Context: an optimization exercise on an open-source flow, tuned for small area, a short achievable clock period and few clock cycles per item. The choices shown serve that exercise and are no tape-out recipe.
Where RTL was checked, it was by simulation tests only, not by an equivalence proof against the original.
Function not checked in run 2: the RTL went through the layout flow alone.
No activity file was given, so power comes from the tool's default toggle rates.

$ cat flow/design.v
`default_nettype none
package mcmono_pkg;
    localparam int MAX_CHANNELS = 8;
    localparam int                 CFG_IDX_W    = 1;
    localparam int                 CFG_W        = 4;
    localparam int                 CFG_FMT_W    = 2;
    localparam int                 CFG_CH_W     = 4;
    localparam logic [CFG_IDX_W-1:0] CFG_FORMAT   = 1'd0;
    localparam logic [CFG_IDX_W-1:0] CFG_CHANNELS = 1'd1;
    localparam logic [CFG_FMT_W-1:0] FMT_INT16   = 2'd0;
    localparam logic [CFG_FMT_W-1:0] FMT_FLOAT32 = 2'd1;
    localparam logic [CFG_FMT_W-1:0] FMT_RESET   = FMT_FLOAT32;
    localparam logic [CFG_CH_W-1:0]  CH_RESET    = 4'd2;
    localparam int CH_W   = $clog2(MAX_CHANNELS + 1);
    localparam int POS_W  = (MAX_CHANNELS > 1) ? $clog2(MAX_CHANNELS) : 1;
    localparam int SUM_W  = 36;
    localparam int MAG_W  = SUM_W - 1;
    localparam int MUL_W  = 24 + $clog2(MAX_CHANNELS);
    localparam int PROD_W = MUL_W + 15;
    localparam int NUM_W  = MUL_W + 17;
    localparam int DIV_W  = 16 + $clog2(MAX_CHANNELS);
    localparam int CNT_W  = $clog2(DIV_W);
    localparam int FIFO_DEPTH = 2;
    localparam logic [14:0]        PCM_SCALE = 15'd32767;
    localparam logic signed [15:0] PCM_MAX   = 16'sh7FFF;
    localparam logic signed [15:0] PCM_MIN   = 16'sh8000;
    typedef struct packed {
        logic signed [SUM_W-1:0] sum;
        logic                    zero;
        logic                    is_int;
        logic [CH_W-1:0]         ch;
        logic                    pkt_end;
    } t_frame;
endpackage
`default_nettype wire
`default_nettype none
module mcmono_add #(
    parameter int W = 36
) (
    input  wire  [W-1:0] i_a,
    input  wire  [W-1:0] i_b,
    input  wire          i_ci,
    output logic [W-1:0] o_s,
    output logic         o_co
);
    localparam int N = W + 1;
    logic [N-1:0] g, p, cg, cp;
    always_comb begin
        g[0] = i_ci;
        p[0] = 1'b0;
        for (int i = 0; i < W; i++) begin
            g[i+1] = i_a[i] & i_b[i];
            p[i+1] = i_a[i] ^ i_b[i];
        end
        cg = g;
        cp = p;
        for (int l = 1; l < N; l = l * 2) begin
            for (int i = 2 * l - 1; i < N; i = i + 2 * l) begin
                cg[i] = cg[i] | (cp[i] & cg[i-l]);
                cp[i] = cp[i] & cp[i-l];
            end
        end
        for (int l = 64; l >= 1; l = l / 2) begin
            for (int i = 3 * l - 1; i < N; i = i + 2 * l) begin
                cg[i] = cg[i] | (cp[i] & cg[i-l]);
                cp[i] = cp[i] & cp[i-l];
            end
        end
        for (int i = 0; i < W; i++) begin
            o_s[i] = p[i+1] ^ cg[i];
        end
        o_co = cg[N-1];
    end
endmodule
`default_nettype wire
`default_nettype none
module multichannel_to_mono_pcm16_unit (
    input  wire         i_clk,
    input  wire         i_rst_n,
    input  wire         i_cfg_we,
    input  wire [0:0]   i_cfg_index,
    input  wire [3:0]   i_cfg_data,
    input  wire         i_in_valid,
    output logic        o_in_ready,
    input  wire  [31:0] i_sample_bits,
    input  wire         i_silent,
    input  wire         i_packet_last,
    output logic        o_out_valid,
    input  wire         i_out_ready,
    output logic signed [15:0] o_mono_sample,
    output logic        o_packet_end
);
    logic       r_int;       
    logic       r_bad;       
    logic [2:0] r_nm1;       
    logic       r_ready;
    logic [2:0] r_pos;
    logic       r_fsil;
    logic       r_fpend;
    logic [1:0] r_count;     
    logic       accept;
    logic [2:0] pos_n;
    logic [2:0] nm1_n;
    logic       last;
    logic       commit;
    logic       xfer;
    assign accept = i_rst_n && i_in_valid && r_ready;
    assign last   = (r_pos == r_nm1);
    assign commit = accept && last;
    assign xfer   = i_rst_n && o_out_valid && i_out_ready;
    logic [7:0]  e;
    logic        f_big;
    logic        f_inr;
    logic [4:0]  f_sh;
    logic [30:0] f_shv;
    logic [31:0] f_mag;
    logic [31:0] i_val;
    assign e     = i_sample_bits[30:23];
    assign f_big = (e >= 8'd134) && !((e == 8'hFF) && (i_sample_bits[22:0] != 23'd0));
    assign f_inr = (e >= 8'd103) && (e <= 8'd133);
    assign f_sh  = 5'd5 - e[4:0];                        
    assign f_shv = {1'b1, i_sample_bits[22:0], 7'b0} >> f_sh;
    assign f_mag = f_big ? 32'h8000_0000 : (f_inr ? {1'b0, f_shv} : 32'd0);
    assign i_val = {{7{i_sample_bits[15]}}, i_sample_bits[15:0], 9'b0};
    logic [31:0] v_op;
    logic        v_inv;
    logic        v_ext;
    logic        v_last;
    logic        v_zero;
    logic        v_pend;
    always_ff @(posedge i_clk) begin
        v_op    <= accept ? (r_int ? i_val : (f_mag ^ {32{i_sample_bits[31]}})) : 32'd0;
        v_inv   <= accept && !r_int && i_sample_bits[31];
        v_ext   <= accept && (r_int ? i_sample_bits[15] : i_sample_bits[31]);
        v_last  <= commit;
        v_zero  <= r_fsil || i_silent || r_bad;
        v_pend  <= r_fpend || i_packet_last;
    end
    logic [35:0] r_acc;
    logic [35:0] sum;
    logic [35:0] addend;
    logic [35:0] acc_in;
    logic        s_neg;
    logic [10:0] s_hx;
    logic        s_sat;
    logic        s_an;
    logic        s_cy;
    logic [3:0]  v_n;
    assign v_n    = {1'b0, r_nm1} + 4'd1;
    assign addend = {{4{v_ext}}, v_op};
    assign acc_in = r_acc;
    mcmono_add #(.W(36)) u_acc_add (
        .i_a  (acc_in),
        .i_b  (addend),
        .i_ci (v_inv),
        .o_s  (sum),
        .o_co ()
    );
    assign s_neg  = sum[35];
    assign s_hx   = sum[34:24] ^ {11{s_neg}};
    assign s_sat  = (s_hx[10:3] != 8'd0) || (s_hx[2:0] > r_nm1);
    assign s_an   = s_neg || ((sum[34:12] == 23'd0) && (sum[11:8] < v_n));
    assign s_cy   = (sum[14:12] == 3'd0) &&
                    ((sum[11:8] < v_n) || ((sum[11:8] == v_n) && (sum[7:0] == 8'd0) && !s_an));
    always_ff @(posedge i_clk) begin
        if (!i_rst_n) begin
            r_acc <= {24'd0, 4'd2, 8'd0};
        end else if (i_cfg_we || v_last) begin
            r_acc <= {24'd0, {1'b0, nm1_n} + 4'd1, 8'd0};
        end else begin
            r_acc <= sum;
        end
    end
    logic        p_valid;
    logic [27:0] p_b;            
    logic        p_bs;           
    logic        p_cy;
    logic        p_sat;
    logic        p_zero;
    logic        p_pend;
    logic [2:0]  p_nm1;
    logic        p_move;
    always_ff @(posedge i_clk) begin
        if (v_last) begin
            p_b    <= sum[27:0];
            p_bs   <= s_neg;
            p_cy   <= s_cy;
            p_sat  <= s_sat;
            p_zero <= v_zero;
            p_pend <= v_pend;
            p_nm1  <= r_nm1;
        end
    end
    logic [28:0] ys;
    logic [18:0] x;
    logic [18:0] xs;
    logic [1:0]  p_k;
    logic        p_d1;
    logic [1:0]  p_dsel;         
    logic        fast;
    logic [15:0] fast_q;
    logic        xsgn;
    mcmono_add #(.W(29)) u_y_add (
        .i_a  ({p_b[27], p_b}),
        .i_b  ({{16{~p_b[27]}}, ~p_b[27:15]}),
        .i_ci (p_cy),
        .o_s  (ys),
        .o_co ()
    );
    assign x  = ys[27:9];
    always_comb begin
        case (p_nm1)
            3'd1, 3'd5: p_k = 2'd1;
            3'd3:       p_k = 2'd2;
            3'd7:       p_k = 2'd3;
            default:    p_k = 2'd0;
        endcase
        case (p_nm1)
            3'd0, 3'd1, 3'd3, 3'd7: p_d1 = 1'b1;
            default:                p_d1 = 1'b0;
        endcase
        case (p_nm1)
            3'd4:    p_dsel = 2'd1;
            3'd6:    p_dsel = 2'd2;
            default: p_dsel = 2'd0;
        endcase
    end
    always_comb begin
        case (p_k)
            2'd1:    xs = {{1{x[18]}}, x[18:1]};
            2'd2:    xs = {{2{x[18]}}, x[18:2]};
            2'd3:    xs = {{3{x[18]}}, x[18:3]};
            default: xs = x;
        endcase
    end
    assign xsgn   = xs[18];
    assign fast   = p_zero || p_sat || p_d1;
    assign fast_q = p_zero ? 16'd0 :
                    p_sat  ? (p_bs ? 16'h8001 : 16'h7FFF) :
                             xs[15:0];
    logic        o_valid;
    logic        o_busy;
    logic [14:0] o_sh;
    logic        o_sign;
    logic        o_pend;
    logic [2:0]  o_rem;
    logic [1:0]  o_dsel;
    logic [2:0]  o_cnt;
    logic        out_take;
    assign out_take = !o_busy && (!o_valid || i_out_ready);
    assign p_move   = p_valid && out_take;
    function automatic logic [3:0] dstep(input logic [1:0] ds, input logic [2:0] r,
                                         input logic b);
        logic [3:0] t;
        logic       q3, q5, q7;
        logic [2:0] r3, r5, r7;
        t  = {r, b};
        q3 = (t >= 4'd3);
        q5 = (t >= 4'd5);
        q7 = (t >= 4'd7);
        r3 = q3 ? 3'(t - 4'd3) : t[2:0];
        r5 = q5 ? 3'(t - 4'd5) : t[2:0];
        r7 = q7 ? 3'(t - 4'd7) : t[2:0];
        case (ds)
            2'd1:    dstep = {q5, r5};
            2'd2:    dstep = {q7, r7};
            default: dstep = {q3, r3};
        endcase
    endfunction
    logic [3:0] ds0, ds1, ds2;
    assign ds0 = dstep(o_dsel, o_rem, o_sh[14]);
    assign ds1 = dstep(o_dsel, ds0[2:0], o_sh[13]);
    assign ds2 = dstep(o_dsel, ds1[2:0], o_sh[12]);
    always_ff @(posedge i_clk) begin
        if (!i_rst_n) begin
            o_valid <= 1'b0;
            o_busy  <= 1'b0;
        end else if (p_move) begin
            o_pend <= p_pend;
            o_sign <= fast ? fast_q[15] : xsgn;
            if (fast) begin
                o_sh    <= fast_q[14:0];
                o_valid <= 1'b1;
                o_busy  <= 1'b0;
            end else begin
                o_sh    <= xs[14:0] ^ {15{xsgn}};
                o_rem   <= xs[17:15] ^ {3{xsgn}};
                o_dsel  <= p_dsel;
                o_cnt   <= 3'd4;
                o_valid <= 1'b0;
                o_busy  <= 1'b1;
            end
        end else if (o_busy) begin
            o_sh  <= {o_sh[11:0], {ds0[3], ds1[3], ds2[3]} ^ {3{o_sign}}};
            o_rem <= ds2[2:0];
            o_cnt <= o_cnt - 3'd1;
            if (o_cnt == 3'd0) begin
                o_busy  <= 1'b0;
                o_valid <= 1'b1;
            end
        end else if (i_out_ready) begin
            o_valid <= 1'b0;
        end
    end
    assign o_out_valid   = o_valid;
    assign o_mono_sample = {o_sign, o_sh};
    assign o_packet_end  = o_pend;
    logic [1:0] count_n;
    logic       int_n;
    logic       bad_n;
    always_comb begin
        int_n = r_int;
        bad_n = r_bad;
        nm1_n = r_nm1;
        pos_n = r_pos;
        if (i_cfg_we) begin
            if (i_cfg_index == 1'b0) begin
                int_n = (i_cfg_data[1:0] == 2'd0);
                bad_n = i_cfg_data[1];
            end else begin
                nm1_n = (i_cfg_data == 4'd0) ? 3'd0 :
                        (i_cfg_data > 4'd8)  ? 3'd7 : 3'(i_cfg_data - 4'd1);
            end
            pos_n = 3'd0;
        end else if (accept) begin
            pos_n = last ? 3'd0 : r_pos + 3'd1;
        end
        count_n = r_count + {1'b0, commit} - {1'b0, xfer};
    end
    always_ff @(posedge i_clk) begin
        if (!i_rst_n) begin
            r_int   <= 1'b0;
            r_bad   <= 1'b0;
            r_nm1   <= 3'd1;
            r_pos   <= 3'd0;
            r_fsil  <= 1'b0;
            r_fpend <= 1'b0;
            r_count <= 2'd0;
            r_ready <= 1'b1;
            p_valid <= 1'b0;
        end else begin
            r_int   <= int_n;
            r_bad   <= bad_n;
            r_nm1   <= nm1_n;
            r_pos   <= pos_n;
            r_count <= count_n;
            r_ready <= (count_n < 2'd2) || (pos_n != nm1_n);
            if (i_cfg_we || (accept && last)) begin
                r_fsil  <= 1'b0;
                r_fpend <= 1'b0;
            end else if (accept) begin
                r_fsil  <= r_fsil || i_silent;
                r_fpend <= r_fpend || i_packet_last;
            end
            if (v_last) begin
                p_valid <= 1'b1;
            end else if (p_move) begin
                p_valid <= 1'b0;
            end
        end
    end
    assign o_in_ready = r_ready;
endmodule
`default_nettype wire
$ cat flow/standard.sh
#!/bin/bash
# synth_recipe.tcl (not shown) runs the flow's synth.tcl, then flattens the netlist and writes it again
# the make line also repeats each setting of config.mk as NAME=value (left out here)
make -C /OpenROAD-flow-scripts/flow DESIGN_CONFIG=/design/flow/config.mk WORK_HOME=/design/flow/orfs CLKGATE_MAP_FILE= SYNTH_SCRIPT=/design/flow/synth_recipe.tcl "${@:-finish}"
$ cat flow/flow/run.sh
#!/bin/bash
# The standard layout, with the port buffers made of buf_2 cells instead of the default
# delay buffer: every input and output port still gets its own buffer.
set -euo pipefail
bash standard.sh finish "BUFFER_PORTS_ARGS=-buffer_cell sky130_fd_sc_hd__buf_2" > standard_flow.log 2>&1
$ cat flow/constraint.sdc
create_clock -name core_clock -period 10.0 [get_ports {i_clk}]
set_input_delay 2.0000 -clock core_clock [delete_from_list [all_inputs] [get_ports {i_clk}]]
set_output_delay 2.0000 -clock core_clock [all_outputs]
set_load 0.01 [all_outputs]
$ cat flow/config.mk
export PLATFORM = sky130hd
export DESIGN_NAME = multichannel_to_mono_pcm16_unit
export DESIGN_NICKNAME = multichannel_to_mono_pcm16_unit
export VERILOG_FILES = /design/flow/design.v
export SDC_FILE = /design/flow/constraint.sdc
export NUM_CORES = 4
export LEC_CHECK = 0
export CAP_MARGIN = 20
export CORE_MARGIN = 2
export CORE_UTILIZATION = 60
export CTS_BUF_LIST = sky130_fd_sc_hd__clkbuf_4 sky130_fd_sc_hd__clkbuf_8
export SLEW_MARGIN = 20
==> impl_metrics.sql, run 1 <==
INSERT INTO impl_metrics (metric_group, metric, value, unit) VALUES
('outcome', 'run_status', 'finished clean', ''),
('final_layout', 'diodes', '0', ''),
('clocking', 'insertion_delay', '0.46', 'ns'),
('clocking', 'cts_hold_buffers', '0', ''),
('hold_path', 'hold_path.startpoint', 'v_pend', ''),
('sta', 'final_report_setup_violation_count', '0', ''),
('sta', 'fmax', '204', 'MHz'),
('drt', 'drc_errors', '0', ''),
('critical_path', 'data_required_time_at_the_worst_endpoint', '10.31', 'ns'),
('job', 'maxCapViolCount', '0', ''),
('synth', 'postSynthRegisterBits', '150', ''),
('critical_path', 'startpoint_kind_of_the_worst_setup_timing_path', 'input port', ''),
('final_layout', 'final_layout_size_suffix_gt1_frac', '0.104', ''),
('drt', 'violation_count_after_the_first_detailed_route_iteration', '524', ''),
('sta', 'slew_headroom', '0.322', ''),
('placed_design', 'placedInstanceArea', '11800', 'sq um'),
('critical_path', 'critPathMaxFanout', '37', ''),
('sta', 'worst-slew-pin-transition', '1.02', 'ns'),
('drt', 'final_ant_viol_nets', '0', ''),
('synth', 'postSynth.asyncResetShare', '0', ''),
('drt', 'dr_wl_met2', '14500', 'um'),
('drt', 'route.met3.wl', '1140', 'um'),
('drt', 'detail_route.first_pass.iterations', '5', ''),
('placed_design', 'finalWeightedCongestion', '0.916', ''),
('global_route', 'track_usage', '0.289', ''),
('critical_path', 'setup.worst_path.end_class', 'flop', ''),
('drt', 'met1_wire_length', '12100', 'um'),
('clocking', 'tritoncts_num_sinks', '150', ''),
('clocking', 'cts_buffers', '17', ''),
('synth', 'synth_edf_count', '61', ''),
('floorplan', 'initial_utilization', '0.611', ''),
('placed_design', 'preCtsSetupSlack', '4.66', 'ns'),
('sta', 'postLayoutSetupSlackWorst', '5.09', 'ns'),
('clocking', 'clk_pin_slew', '0.08', 'ns'),
('clocking', 'post-cts-setup-buffer-count', '0', ''),
('clocking', 'cts_tree', 'done', ''),
('synth', 'yosys-top-cells-area', 'sky130_fd_sc_hd__edfxtp_1, sky130_fd_sc_hd__dfxtp_1, sky130_fd_sc_hd__ha_1', ''),
('drt', 'route.detailed.wl_per_inst', '18.1', 'um'),
('floorplan', 'fp.dieArea', '20200', 'sq um'),
('global_route', 'globalRouteOverflowTotal', '0', ''),
('clocking', 'cts_root_buffer', 'sky130_fd_sc_hd__clkbuf_8', ''),
('power', 'leakage_power', '5.43', 'nW'),
('drt', 'route.top_layer_used', 'met4', ''),
('sta', 'timing.final.hold_violations', '0', ''),
('synth', 'synthDistinctLibCells', '75', ''),
('drt', 'routed-via-count', '9419', ''),
('sta', 'timing.setup.tns', '0', 'ns'),
('placed_design', 'port_buffer_cells', '62', ''),
('placed_design', 'detailed_place_hpwl', '21500', 'um'),
('synth', 'synth_most_common_cell', 'sky130_fd_sc_hd__nand2_1', ''),
('drt', 'avgViaCountPerCell', '6.05', ''),
('synth', 'synthesis.instances', '1287', ''),
('synth', 'synth_sequential_area_ratio', '0.316', ''),
('sta', 'clock_skew', '0.0147', 'ns'),
('power', 'power.density', '118', 'nW/um^2'),
('sta', 'post_route_clock_period_utilization', '0.491', ''),
('synth', 'yosysTopAreaCellShare', '0.160', ''),
('final_layout', 'finalNetCount', '1471', ''),
('sta', 'grt_setup_unrepaired', 'false', ''),
('final_layout', 'synthToLayoutAreaGrowth', '6.96', '%'),
('clocking', 'cts.path.max_buffers', '2', ''),
('global_route', 'grt_pass1_vias', '8890', ''),
('floorplan', 'num_rows', '50', ''),
('critical_path', 'cp.arrival', '5.22', 'ns'),
('synth', 'synth_ff_type', 'sky130_fd_sc_hd__dfxtp_1', ''),
('synth', 'synthDominantAreaCellType', 'sky130_fd_sc_hd__edfxtp_1', ''),
('synth', 'synth_net_count', '1447', ''),
('floorplan', 'die_height', '142', 'um'),
('floorplan', 'die-width', '142', 'um'),
('final_layout', 'finish.instance_area', '12200', 'sq um'),
('global_route', 'antenna_found_initial', '0', '');
report_power, final:
part           switching, mW  leakage (nW)  internal, mW
logic                  0.177          3.94         0.115
clock network          0.235         0.208         0.242
registers             0.0167          1.28         0.656
total                  0.429          5.43          1.01
routing by layer:
layer,global-route usage,vias to the layer above
met1,0.364,4496
li1,-,4646
met2,0.528,246
met3,0.0330,31
met4,0.0742,0
met5,0,-
flip-flops by register name, indices dropped and copies added, names as in the netlist, 2 cells and up:
signal   cells
o_cnt        3
o_dsel       2
o_rem        3
o_sh        15
p_b         28
p_nm1        3
r_acc       36
r_count      2
r_nm1        3
r_pos        3
v_op        32
final timing paths:
kind              endpoint  slack [ns]  depth (start not counted)
setup / recovery  v_op[10]        5.09                         11
hold / removal      p_pend        0.42                          0
setup reg to reg  o_sh[14]        5.13                         16
hold reg to reg     p_pend        0.42                          0
cells by family (layout without fill, tap and decap cells):
kind of cell,count (synthesis),count (layout),share of synthesized area
xor gates and xnor gates,91,91,0.0698
and+or+nand+nor,394,394,0.160
AOI/OAI and AO/OA,311,311,0.178
buffers and inverters,155,191,0.0536
muxes,68,68,0.0760
DFF,150,150,0.316
adders and majority gates,118,118,0.147
area by class of cell:
cell class | count | area [sq um]
sequential | 150 | 3610
multi-input combinational | 982 | 7210
clock buffer | 21 | 277
inverter | 91 | 342
tap | 234 | 293
clock inverter | 10 | 120
timing repair buffer | 69 | 363
fill | 1611 | 6490
critical path, stage by stage:
cell                      delay, ns
sky130_fd_sc_hd__buf_2         0.65
sky130_fd_sc_hd__ha_1          0.89
sky130_fd_sc_hd__inv_1         0.49
sky130_fd_sc_hd__mux2_2        0.37
sky130_fd_sc_hd__nor2_1        0.05
sky130_fd_sc_hd__o32ai_1       0.26
sky130_fd_sc_hd__nand2_1       0.10
sky130_fd_sc_hd__xor2_1        0.15
sky130_fd_sc_hd__nor2_1        0.06
sky130_fd_sc_hd__a21oi_1       0.13
sky130_fd_sc_hd__nor2_1        0.05
cell usage in the layout (no fill, tap or decap), types with 21 or more instances in the layout:
cell and n:
sky130_fd_sc_hd__o211ai_1 25, sky130_fd_sc_hd__ha_1 89, sky130_fd_sc_hd__o21ai_0 74, sky130_fd_sc_hd__mux2i_1 44, sky130_fd_sc_hd__xor2_1 43, sky130_fd_sc_hd__dfxtp_1 89, sky130_fd_sc_hd__inv_1 90, sky130_fd_sc_hd__nand2_1 124
sky130_fd_sc_hd__and3_1 31, sky130_fd_sc_hd__fa_1 27, sky130_fd_sc_hd__nor2_1 120, sky130_fd_sc_hd__buf_2 62, sky130_fd_sc_hd__a21o_1 21, sky130_fd_sc_hd__edfxtp_1 61, sky130_fd_sc_hd__a21oi_1 80, sky130_fd_sc_hd__xnor2_1 47
through the flow:
| stage | power [mW] | cells | util | hold slack (ns) |
|---|---|---|---|---|
| 6_report | 1.44 | 1557 | 0.653 | 0.415 |
| 5_1_grt | 1.51 | 1557 | 0.653 | 0.427 |
| 4_1_cts | 1.45 | 1557 | 0.653 | 0.424 |
| 2_1_floorplan | 0.892 | 1287 | - | 0.386 |
| 3_3_place_gp | 0.974 | 1526 | 0.632 | 0.389 |
| 3_5_place_dp | 0.976 | 1526 | 0.632 | 0.396 |
Testbench counts, summed over its fixed seeds: cycles 14,010, frames 3,072.
==> run 2: changes to the inputs <==
--- a/flow/design.v
+++ b/flow/design.v
@@ -142,8 +142,6 @@
     logic [35:0] acc_in;
     logic        s_neg;
-    logic [10:0] s_hx;
-    logic        s_sat;
-    logic        s_an;
-    logic        s_cy;
+    logic        s_cyl;
+    logic        s_cye;
     logic [3:0]  v_n;
     assign v_n    = {1'b0, r_nm1} + 4'd1;
@@ -158,9 +156,6 @@
     );
     assign s_neg  = sum[35];
-    assign s_hx   = sum[34:24] ^ {11{s_neg}};
-    assign s_sat  = (s_hx[10:3] != 8'd0) || (s_hx[2:0] > r_nm1);
-    assign s_an   = s_neg || ((sum[34:12] == 23'd0) && (sum[11:8] < v_n));
-    assign s_cy   = (sum[14:12] == 3'd0) &&
-                    ((sum[11:8] < v_n) || ((sum[11:8] == v_n) && (sum[7:0] == 8'd0) && !s_an));
+    assign s_cyl  = (sum[14:12] == 3'd0) && (sum[11:8] < v_n);
+    assign s_cye  = (sum[14:12] == 3'd0) && (sum[11:8] == v_n) && (sum[7:0] == 8'd0);
     always_ff @(posedge i_clk) begin
         if (!i_rst_n) begin
@@ -175,5 +170,9 @@
     logic [27:0] p_b;            
     logic        p_bs;           
+    logic        p_cyl;
+    logic        p_cye;
+    logic [6:0]  p_hi;           
     logic        p_cy;
+    logic [10:0] p_hx;
     logic        p_sat;
     logic        p_zero;
@@ -185,6 +184,7 @@
             p_b    <= sum[27:0];
             p_bs   <= s_neg;
-            p_cy   <= s_cy;
-            p_sat  <= s_sat;
+            p_cyl  <= s_cyl;
+            p_cye  <= s_cye;
+            p_hi   <= sum[34:28];
             p_zero <= v_zero;
             p_pend <= v_pend;
@@ -192,4 +192,7 @@
         end
     end
+    assign p_cy  = p_cyl || (p_cye && !p_bs);
+    assign p_hx  = {p_hi, p_b[27:24]} ^ {11{p_bs}};
+    assign p_sat = (p_hx[10:3] != 8'd0) || (p_hx[2:0] > p_nm1);
     logic [28:0] ys;
     logic [18:0] x;
==> impl_metrics.sql, run 2 <==
INSERT INTO impl_metrics (metric_group, metric, value, unit) VALUES
('outcome', 'run_status', 'finished clean', ''),
('clocking', 'cts_buffers', '17', ''),
('clocking', 'cts_root_buffer', 'sky130_fd_sc_hd__clkbuf_8', ''),
('power', 'switching_power', '484', 'uW'),
('sta', 'holdWs', '0.418', 'ns'),
('sta', 'final_report_setup_violation_count', '0', ''),
('floorplan', 'io_pins', '63', ''),
('power', 'peakVddDrop', '0.0958', 'mV'),
('hold_path', 'cell_count_of_the_worst_hold_path', '0', ''),
('clocking', 'cts_hold_buffers', '0', ''),
('critical_path', 'cp_slowest_cell', 'sky130_fd_sc_hd__edfxtp_1', ''),
('synth', 'synth_edf_count', '68', ''),
('hold_path', 'min_to', 'p_pend', ''),
('floorplan', 'die-width', '143', 'um'),
('critical_path', 'cp.arrival', '5.10', 'ns'),
('critical_path', 'critical_path_buf_inv_count', '2', ''),
('clocking', 'post-cts-setup-buffer-count', '0', ''),
('global_route', 'grt_pass1_vias', '9208', ''),
('floorplan', 'die_height', '143', 'um'),
('sta', 'post_route_clock_period_utilization', '0.488', ''),
('placed_design', 'placedInstanceArea', '12100', 'sq um'),
('sta', 'timing.final.hold_violations', '0', ''),
('final_layout', 'final_layout_size_suffix_gt1_frac', '0.106', ''),
('final_layout', 'most-common-layout-cells', 'sky130_fd_sc_hd__a21oi_1, sky130_fd_sc_hd__nor2_1, sky130_fd_sc_hd__nand2_1, sky130_fd_sc_hd__ha_1, sky130_fd_sc_hd__dfxtp_1', ''),
('final_layout', 'biggestRegsByFlops', 'r_acc: 36 flops, v_op: 32 flops, p_b: 28 flops', ''),
('placed_design', 'detailed_place_hpwl', '21600', 'um'),
('critical_path', 'critPathMaxFanout', '17', ''),
('critical_path', 'crit_chain', 'inv_1, ha_1, and4_1, a221oi_1, nand2_1, o211ai_1, nand2b_1, a21oi_1, fa_1, nand2b_1, and2_1, nand2_1, o211ai_1, o211ai_1, o21ai_0, inv_1, a21oi_1, a21oi_1, o21ai_0', ''),
('global_route', 'grt_start_max_net_pins', '46', ''),
('sta', 'timing.setup.tns', '0', 'ns'),
('critical_path', 'worstReg2RegEnd', 'o_sh[14]', ''),
('synth', 'synthDistinctLibCells', '78', ''),
('synth', 'yosys-top-cells-area', 'sky130_fd_sc_hd__edfxtp_1, sky130_fd_sc_hd__dfxtp_1, sky130_fd_sc_hd__ha_1', ''),
('placed_design', 'finalWeightedCongestion', '0.961', ''),
('sta', 'report.final.slew_viol_count', '0', ''),
('job', 'maxCapViolCount', '0', ''),
('floorplan', 'initial_utilization', '0.617', ''),
('final_layout', 'finish.instance_area', '12500', 'sq um'),
('sta', 'post-route-min-period', '4.88', 'ns'),
('critical_path', 'worst_r2r_path_depth', '19', ''),
('global_route', 'antenna_found_initial', '0', ''),
('floorplan', 'fp.dieArea', '20600', 'sq um'),
('power', 'switching_share', '0.328', ''),
('final_layout', 'finish.utilization', '0.663', ''),
('drt', 'totalWireLength', '28600', 'um'),
('drt', 'violation_count_after_the_first_detailed_route_iteration', '420', ''),
('critical_path', 'setup.worst_path.start', 'p_b[27]', ''),
('drt', 'routed-via-count', '9654', ''),
('synth', 'synth_sequential_area_ratio', '0.328', ''),
('clocking', 'insertion_delay', '0.48', 'ns'),
('synth', 'synth_net_count', '1464', ''),
('synth', 'postSynth.asyncResetShare', '0', ''),
('synth', 'yosysWarningCount', '3', ''),
('power', 'clock_network_fraction_of_design_power', '0.321', ''),
('final_layout', 'largest_register_ffs', '36', ''),
('floorplan', 'core_area', '18900', 'sq um'),
('hold_path', 'min_path_type', 'flop to flop', ''),
('synth', 'postSynthAreaPerCell', '8.94', 'sq um'),
('final_layout', 'finalNetCount', '1491', ''),
('power', 'seq_power_share', '0.478', ''),
('synth', 'netlist_top_cells_count', 'sky130_fd_sc_hd__a21oi_1, sky130_fd_sc_hd__nor2_1, sky130_fd_sc_hd__nand2_1, sky130_fd_sc_hd__dfxtp_1, sky130_fd_sc_hd__ha_1', ''),
('synth', 'netlist_area_pre_place', '11700', 'sq um'),
('final_layout', 'synthToLayoutAreaGrowth', '7.43', '%'),
('critical_path', 'worst-setup-path-type', 'flop to flop', ''),
('sta', 'worst-slew-pin-transition', '0.919', 'ns'),
('drt', 'final_ant_viol_nets', '0', ''),
('clocking', 'total_number_of_h_tree_levels', '4', ''),
('drt', 'route.detailed.wl_per_inst', '17.9', 'um'),
('global_route', 'globalRouteOverflowTotal', '0', ''),
('sta', 'slew_headroom', '0.385', ''),
('critical_path', 'startpoint_kind_of_the_worst_setup_timing_path', 'flop', ''),
('power', 'share_comb_of_total_power', '0.201', ''),
('hold_path', 'hold_path.startpoint', 'v_pend', ''),
('critical_path', 'slowest_delay', '0.72', 'ns'),
('drt', 'detail_route.first_pass.iterations', '5', ''),
('power', 'power.density', '118', 'nW/um^2'),
('clocking', 'tritoncts_num_sinks', '157', ''),
('clocking', 'cts.path.max_buffers', '2', ''),
('synth', 'postSynthRegisterBits', '157', ''),
('critical_path', 'reg2reg_setup_slack', '5.12', 'ns'),
('clocking', 'cts_resized', '0', ''),
('global_route', 'gr-usage-met2', '0.505', ''),
('global_route', 'global_route_met3_utilization', '0.0433', ''),
('final_layout', 'diodes', '0', ''),
('global_route', 'track_usage', '0.291', ''),
('sta', 'fmax', '205', 'MHz'),
('synth', 'yosysTopAreaCellShare', '0.175', ''),
('sta', 'grt_setup_unrepaired', 'false', ''),
('final_layout', 'layout_commonest_cell', 'sky130_fd_sc_hd__a21oi_1', ''),
('power', 'p_int', '994', 'uW'),
('synth', 'synth_most_common_cell', 'sky130_fd_sc_hd__a21oi_1', ''),
('critical_path', 'worst_path_dominant_cell_family', 'compound AO/OA/AOI/OAI gates', ''),
('critical_path', 'data_required_time_at_the_worst_endpoint', '10.22', 'ns'),
('critical_path', 'setup.worst_path.end_class', 'flop', ''),
('drt', 'drc_errors', '0', ''),
('power', 'leakage_power', '5.63', 'nW'),
('synth', 'synthDominantAreaCellType', 'sky130_fd_sc_hd__edfxtp_1', ''),
('critical_path', 'regToRegStartpoint', 'p_b[27]', ''),
('sta', 'clock_skew', '0.0162', 'ns'),
('final_layout', 'largest-register', 'r_acc', ''),
('drt', 'avgViaCountPerCell', '6.02', ''),
('global_route', 'grt_first_pass_wirelength', '46300', 'um'),
('global_route', 'grt_busiest_layer', 'met2', ''),
('synth', 'synthesis.instances', '1304', ''),
('synth', 'synth_ff_type', 'sky130_fd_sc_hd__dfxtp_1', ''),
('placed_design', 'port_buffer_cells', '62', ''),
('clocking', 'clk_pin_slew', '0.10', 'ns'),
('floorplan', 'num_rows', '50', ''),
('global_route', 'grtUsageMet1', '0.358', ''),
('clocking', 'cts_tree', 'done', '');
run 2: kinds of logic after synthesis:
group           synth area share
mux                       0.0730
xor+xnor                  0.0713
flops                      0.328
simple gates               0.150
buf+inv                   0.0501
compound gates             0.185
fa+ha+maj                  0.144
run 2: power groups by stage:
stage / sequential (mW) / clock, mW / combinational [mW]
6_report: 0.706 / 0.475 / 0.297
2_1_floorplan: 0.716 / 0 / 0.214
4_1_cts: 0.707 / 0.485 / 0.295
5_1_grt: 0.709 / 0.508 / 0.331
3_5_place_dp: 0.721 / 0 / 0.293
3_3_place_gp: 0.722 / 0 / 0.288
run 2: worst max-delay path by stage:
stage | to | cells past startpoint
after floorplan | o_rem[0] | 21
after global placement | v_op[18] | 9
after detailed placement | v_op[18] | 9
after CTS | o_sh[14] | 19
after global routing | o_sh[14] | 19
final | o_sh[14] | 19
run 2: through the flow:
step	total power, mW	instances	worst slack (ns)
after CTS	1.49	1604	5.10
after floorplan	0.930	1304	5.91
final	1.48	1604	5.12
after global routing	1.55	1604	4.62
after detailed placement	1.01	1572	4.70
after global placement	1.01	1572	4.70
run 2: area by class of cell:
cell class	instances	area [sq um]
inverters	82	308
clock inverters	15	164
flip-flops and latches	157	3820
multi-input cells	1001	7290
clock buffers	17	234
well taps	260	325
fillers	1651	6360
repair buffers	72	385
run 2: worst register-to-register path, cell delays in order, from the launching register on:
cell                       delay, ns
sky130_fd_sc_hd__edfxtp_1       0.72
sky130_fd_sc_hd__inv_1          0.49
sky130_fd_sc_hd__ha_1           0.50
sky130_fd_sc_hd__and4_1         0.23
sky130_fd_sc_hd__a221oi_1       0.46
sky130_fd_sc_hd__nand2_1        0.13
sky130_fd_sc_hd__o211ai_1       0.22
sky130_fd_sc_hd__nand2b_1       0.09
sky130_fd_sc_hd__a21oi_1        0.19
sky130_fd_sc_hd__fa_1           0.29
sky130_fd_sc_hd__nand2b_1       0.09
sky130_fd_sc_hd__and2_1         0.22
sky130_fd_sc_hd__nand2_1        0.09
sky130_fd_sc_hd__o211ai_1       0.08
sky130_fd_sc_hd__o211ai_1       0.13
sky130_fd_sc_hd__o21ai_0        0.26
sky130_fd_sc_hd__inv_1          0.11
sky130_fd_sc_hd__a21oi_1        0.07
sky130_fd_sc_hd__a21oi_1        0.14
sky130_fd_sc_hd__o21ai_0        0.12
run 2: per-layer routing:
metal	up-vias	share of wire
li1	4742	-
met2	246	0.49
met3	64	0.048
met1	4602	0.42
met5	-	0
met4	0	0.035
==> run 3: changes to the inputs <==
--- a/flow/design.v
+++ b/flow/design.v
@@ -111,15 +111,29 @@
     logic [7:0]  e;
     logic        f_big;
-    logic        f_inr;
-    logic [4:0]  f_sh;
-    logic [30:0] f_shv;
+    logic        f_hi;
+    logic        f_lo;
+    logic [23:0] f_sig;
+    logic [30:0] f_s1;
+    logic [24:0] f_low;
     logic [31:0] f_mag;
     logic [31:0] i_val;
     assign e     = i_sample_bits[30:23];
-    assign f_big = (e >= 8'd134) && !((e == 8'hFF) && (i_sample_bits[22:0] != 23'd0));
-    assign f_inr = (e >= 8'd103) && (e <= 8'd133);
-    assign f_sh  = 5'd5 - e[4:0];                        
-    assign f_shv = {1'b1, i_sample_bits[22:0], 7'b0} >> f_sh;
-    assign f_mag = f_big ? 32'h8000_0000 : (f_inr ? {1'b0, f_shv} : 32'd0);
+    assign f_sig = {1'b1, i_sample_bits[22:0]};
+    assign f_s1  = {7'd0, f_sig} << e[2:0];
+    always_comb begin
+        case (e[4:3])
+            2'd0:    f_low = 25'(f_s1 >> 30);
+            2'd1:    f_low = 25'(f_s1 >> 22);
+            2'd2:    f_low = 25'(f_s1 >> 14);
+            default: f_low = 25'(f_s1 >> 6);
+        endcase
+    end
+    assign f_big = e[7] && ((e[6:3] != 4'd0) || (e[2] && e[1])) &&
+                   !((e == 8'hFF) && (i_sample_bits[22:0] != 23'd0));
+    assign f_hi  = e[7] && (e[6:3] == 4'd0) && !(e[2] && e[1]);
+    assign f_lo  = (e[7:5] == 3'b011) && !((e[4:3] == 2'b00) && (e[2:0] != 3'd7));
+    assign f_mag = f_big ? 32'h8000_0000 :
+                   f_hi  ? {1'b0, f_s1[28:0], 2'b00} :
+                   f_lo  ? {7'd0, f_low} : 32'd0;
     assign i_val = {{7{i_sample_bits[15]}}, i_sample_bits[15:0], 9'b0};
     logic [31:0] v_op;
==> impl_metrics.sql, run 3 <==
INSERT INTO impl_metrics (metric_group, metric, value, unit) VALUES
('floorplan', 'num_rows', '50', ''),
('floorplan', 'io_pins', '63', ''),
('synth', 'synthDistinctLibCells', '72', ''),
('hold_path', 'min_path_type', 'flop to flop', ''),
('power', 'peakVddDrop', '0.111', 'mV'),
('power', 'power.density', '119', 'nW/um^2'),
('drt', 'routed-via-count', '9202', ''),
('final_layout', 'layout_commonest_cell', 'sky130_fd_sc_hd__nor2_1', ''),
('synth', 'synth_net_count', '1410', ''),
('sta', 'post-route-min-period', '4.66', 'ns'),
('synth', 'synthesis.instances', '1252', ''),
('final_layout', 'final_layout_size_suffix_gt1_frac', '0.108', ''),
('synth', 'synth_sequential_area_ratio', '0.333', ''),
('clocking', 'cts_tree', 'done', ''),
('synth', 'yosysWarningCount', '3', ''),
('final_layout', 'diodes', '0', ''),
('clocking', 'clk_pin_slew', '0.10', 'ns'),
('final_layout', 'finalNetCount', '1437', ''),
('placed_design', 'finalWeightedCongestion', '0.995', ''),
('synth', 'synthDominantAreaCellType', 'sky130_fd_sc_hd__edfxtp_1', ''),
('final_layout', 'ff_latch_area', '3820', 'sq um'),
('synth', 'yosys-top-cells-area', 'sky130_fd_sc_hd__edfxtp_1, sky130_fd_sc_hd__dfxtp_1, sky130_fd_sc_hd__ha_1', ''),
('critical_path', 'crit_chain', 'inv_1, ha_1, nand2_1, o21ai_0, a21o_1, a21o_1, a21oi_1, and2_1, fa_1, xnor2_1, a21oi_1, a21oi_1, a21oi_1, mux2_1, mux2i_1, a211oi_1', ''),
('clocking', 'cts_buffers', '17', ''),
('synth', 'postSynthAreaPerCell', '9.18', 'sq um'),
('drt', 'violation_count_after_the_first_detailed_route_iteration', '573', ''),
('placed_design', 'detailed_place_hpwl', '21000', 'um'),
('drt', 'route.detailed.wl_per_inst', '17.9', 'um'),
('synth', 'postSynthRegisterBits', '157', ''),
('clocking', 'tritoncts_num_sinks', '157', ''),
('floorplan', 'core_area', '18800', 'sq um'),
('final_layout', 'most-common-layout-cells', 'sky130_fd_sc_hd__nor2_1, sky130_fd_sc_hd__a21oi_1, sky130_fd_sc_hd__nand2_1, sky130_fd_sc_hd__dfxtp_1, sky130_fd_sc_hd__ha_1', ''),
('critical_path', 'critPathMaxFanout', '17', ''),
('clocking', 'cts_hold_buffers', '0', ''),
('critical_path', 'slowest_delay', '0.67', 'ns'),
('floorplan', 'die-width', '142', 'um'),
('clocking', 'post-cts-setup-buffer-count', '0', ''),
('final_layout', 'biggestRegsByFlops', 'r_acc: 36 flops, v_op: 32 flops, p_b: 28 flops', ''),
('critical_path', 'data_required_time_at_the_worst_endpoint', '10.19', 'ns'),
('critical_path', 'critical_path_buf_inv_count', '1', ''),
('hold_path', 'hold_path.startpoint', 'v_zero', ''),
('sta', 'timing.setup.tns', '0', 'ns'),
('floorplan', 'fp.dieArea', '20300', 'sq um'),
('hold_path', 'min_to', 'p_zero', ''),
('clocking', 'cts.path.max_buffers', '2', ''),
('power', 'leakage_power', '5.56', 'nW'),
('sta', 'post_route_clock_period_utilization', '0.466', ''),
('hold_path', 'cell_count_of_the_worst_hold_path', '0', ''),
('outcome', 'run_status', 'finished clean', ''),
('sta', 'worst-slew-pin-transition', '0.978', 'ns'),
('clocking', 'total_number_of_h_tree_levels', '4', ''),
('placed_design', 'port_buffer_cells', '62', ''),
('drt', 'detail_route.first_pass.iterations', '5', ''),
('synth', 'synth_edf_count', '68', ''),
('global_route', 'globalRouteOverflowTotal', '0', ''),
('global_route', 'track_usage', '0.281', ''),
('critical_path', 'startpoint_kind_of_the_worst_setup_timing_path', 'flop', ''),
('job', 'maxCapViolCount', '0', ''),
('critical_path', 'worstReg2RegEnd', 'o_rem[0]', ''),
('sta', 'clock_skew', '0.0149', 'ns'),
('global_route', 'antenna_found_initial', '0', ''),
('drt', 'totalWireLength', '27300', 'um'),
('critical_path', 'critical-path-top-cell-by-count', 'sky130_fd_sc_hd__a21oi_1', ''),
('drt', 'drc_errors', '0', ''),
('critical_path', 'setup.worst_path.end_class', 'flop', ''),
('clocking', 'cts_resized', '0', ''),
('synth', 'synth_ff_type', 'sky130_fd_sc_hd__dfxtp_1', ''),
('critical_path', 'worst-setup-path-type', 'flop to flop', ''),
('final_layout', 'largest-register', 'r_acc', ''),
('clocking', 'insertion_delay', '0.46', 'ns'),
('final_layout', 'largest_register_ffs', '36', ''),
('synth', 'postSynth.asyncResetShare', '0', ''),
('critical_path', 'cp_slowest_cell', 'sky130_fd_sc_hd__edfxtp_1', ''),
('synth', 'netlist_area_pre_place', '11500', 'sq um'),
('final_layout', 'layout.filler_cells', '1599', ''),
('critical_path', 'worst_path_dominant_cell_family', 'compound AO/OA/AOI/OAI gates', ''),
('drt', 'avgViaCountPerCell', '6.03', ''),
('clocking', 'cts_root_buffer', 'sky130_fd_sc_hd__clkbuf_8', ''),
('drt', 'final_ant_viol_nets', '0', ''),
('final_layout', 'finish.utilization', '0.656', ''),
('final_layout', 'multi_input_gate_area', '7130', 'sq um'),
('global_route', 'grt_pass1_vias', '8896', ''),
('synth', 'yosysTopAreaCellShare', '0.178', ''),
('synth', 'synth_most_common_cell', 'sky130_fd_sc_hd__nor2_1', ''),
('sta', 'final_report_setup_violation_count', '0', ''),
('global_route', 'grt_first_pass_wirelength', '44900', 'um'),
('critical_path', 'reg2reg_setup_slack', '5.34', 'ns'),
('critical_path', 'cp.arrival', '4.85', 'ns'),
('synth', 'netlist_top_cells_count', 'sky130_fd_sc_hd__nor2_1, sky130_fd_sc_hd__a21oi_1, sky130_fd_sc_hd__nand2_1, sky130_fd_sc_hd__dfxtp_1, sky130_fd_sc_hd__ha_1', ''),
('global_route', 'grt_start_max_net_pins', '46', ''),
('sta', 'fmax', '215', 'MHz'),
('sta', 'timing.final.hold_violations', '0', ''),
('critical_path', 'regToRegStartpoint', 'p_b[27]', ''),
('floorplan', 'die_height', '142', 'um'),
('critical_path', 'worst_r2r_path_depth', '16', ''),
('floorplan', 'initial_utilization', '0.612', ''),
('sta', 'report.final.slew_viol_count', '0', ''),
('sta', 'slew_headroom', '0.347', ''),
('final_layout', 'synthToLayoutAreaGrowth', '7.11', '%'),
('sta', 'grt_setup_unrepaired', 'false', '');
[run 3: cell types whose count changed after synthesis, sizes merged, moves of 9 or more]
cell / before / now
xnor2: 40 / 64
a211oi: 19 / 10
o21ai: 78 / 65
o221ai: 3 / 13
a21oi: 128 / 99
xor2: 55 / 35
o22ai: 1 / 19
[run 3: final cells by class]
type | count | share of cell area
multi-input combinational | 960 | 0.580
sequential | 157 | 0.311
timing repair buffer | 69 | 0.0295
tap | 234 | 0.0238
inverter | 74 | 0.0226
clock buffer | 18 | 0.0201
clock inverter | 14 | 0.0136
[run 3: per-stage QoR]
step | total power, mW | instance area, sq um | hold slack, ns | instances | worst slack (ns)
after floorplan | 0.914 | 11500 | 0.386 | 1252 | 6.06
after global placement | 0.985 | 11900 | 0.394 | 1494 | 5.27
after detailed placement | 0.989 | 11900 | 0.390 | 1494 | 5.16
after CTS | 1.48 | 12300 | 0.414 | 1526 | 5.31
after global routing | 1.53 | 12300 | 0.429 | 1526 | 4.95
final | 1.47 | 12300 | 0.411 | 1526 | 5.34
[run 3: power breakdown]
part           total [mW]  switching [mW]  internal (mW)
registers           0.708          0.0174          0.690
clock network       0.488           0.271          0.218
logic               0.269           0.161          0.109
total                1.47           0.449           1.02
[run 3: cell families (layout without fill, tap and decap cells)]
family,after synthesis,count (layout),share of synthesized area
compound gates,296,296,0.167
xor+xnor,99,99,0.0755
fa+ha+maj,117,117,0.144
buf+inv,135,175,0.0464
flops,157,157,0.333
mux,83,83,0.0842
simple gates,365,365,0.150
[run 3: how the worst max path moves through the flow]
stage,start,end,cells after the start
finish,p_b[27],o_rem[0],16
CTS,p_b[27],o_rem[0],16
floorplan,o_sh[14],o_rem[2],18
global route,p_b[27],o_rem[0],16
global placement,i_out_ready,o_rem[0],7
detailed placement,i_out_ready,o_rem[0],7
[run 3: per-layer routing]
layer | global-route usage | routed length (um) | up-vias | share of wire
li1 | - | - | 4536 | -
met1 | 0.345 | 11600 | 4365 | 0.42
met2 | 0.508 | 13800 | 250 | 0.50
met3 | 0.0400 | 1240 | 51 | 0.045
met4 | 0.0933 | 692 | 0 | 0.025
met5 | 0 | 0 | - | 0
Testbench counts of run 3, summed over its fixed seeds: cycles 14,010, frames 3,072.

## port drivers added, routing unchanged
In the flow no input, the clock included, has a driving cell. The finished layouts below were timed again as built, in two steps. Step 1 (the two cells are an assumption about what drives the block):
set clk [get_ports {i_clk}]
set_driving_cell -lib_cell sky130_fd_sc_hd__clkbuf_16 $clk
set_driving_cell -lib_cell sky130_fd_sc_hd__buf_2 [delete_from_list [all_inputs] $clk]
Step 2 also shifts input and output timing later by t, the mid clock arrival at the registers, as if the neighbouring blocks saw the same clock. Slacks: no drivers / after step 1 / after step 2; pairs: no drivers / after step 1.
run	t (ns)	slack for setup (ns)	worst setup path at the end	worst slew at a driven data input, ns
run 1	0.495	5.089 / 5.109 / 4.614	input to register	0.03
run 2	0.516	5.120 / 5.120 / 4.624	input to register	0.03
run 3	0.489	5.339 / 5.339 / 5.154	input to register	0.03
After both steps setup and hold are still met in every run listed. The setup slack of run 2, which loses most, moves by 0.000 ns with the drivers and by -0.496 ns with both steps.
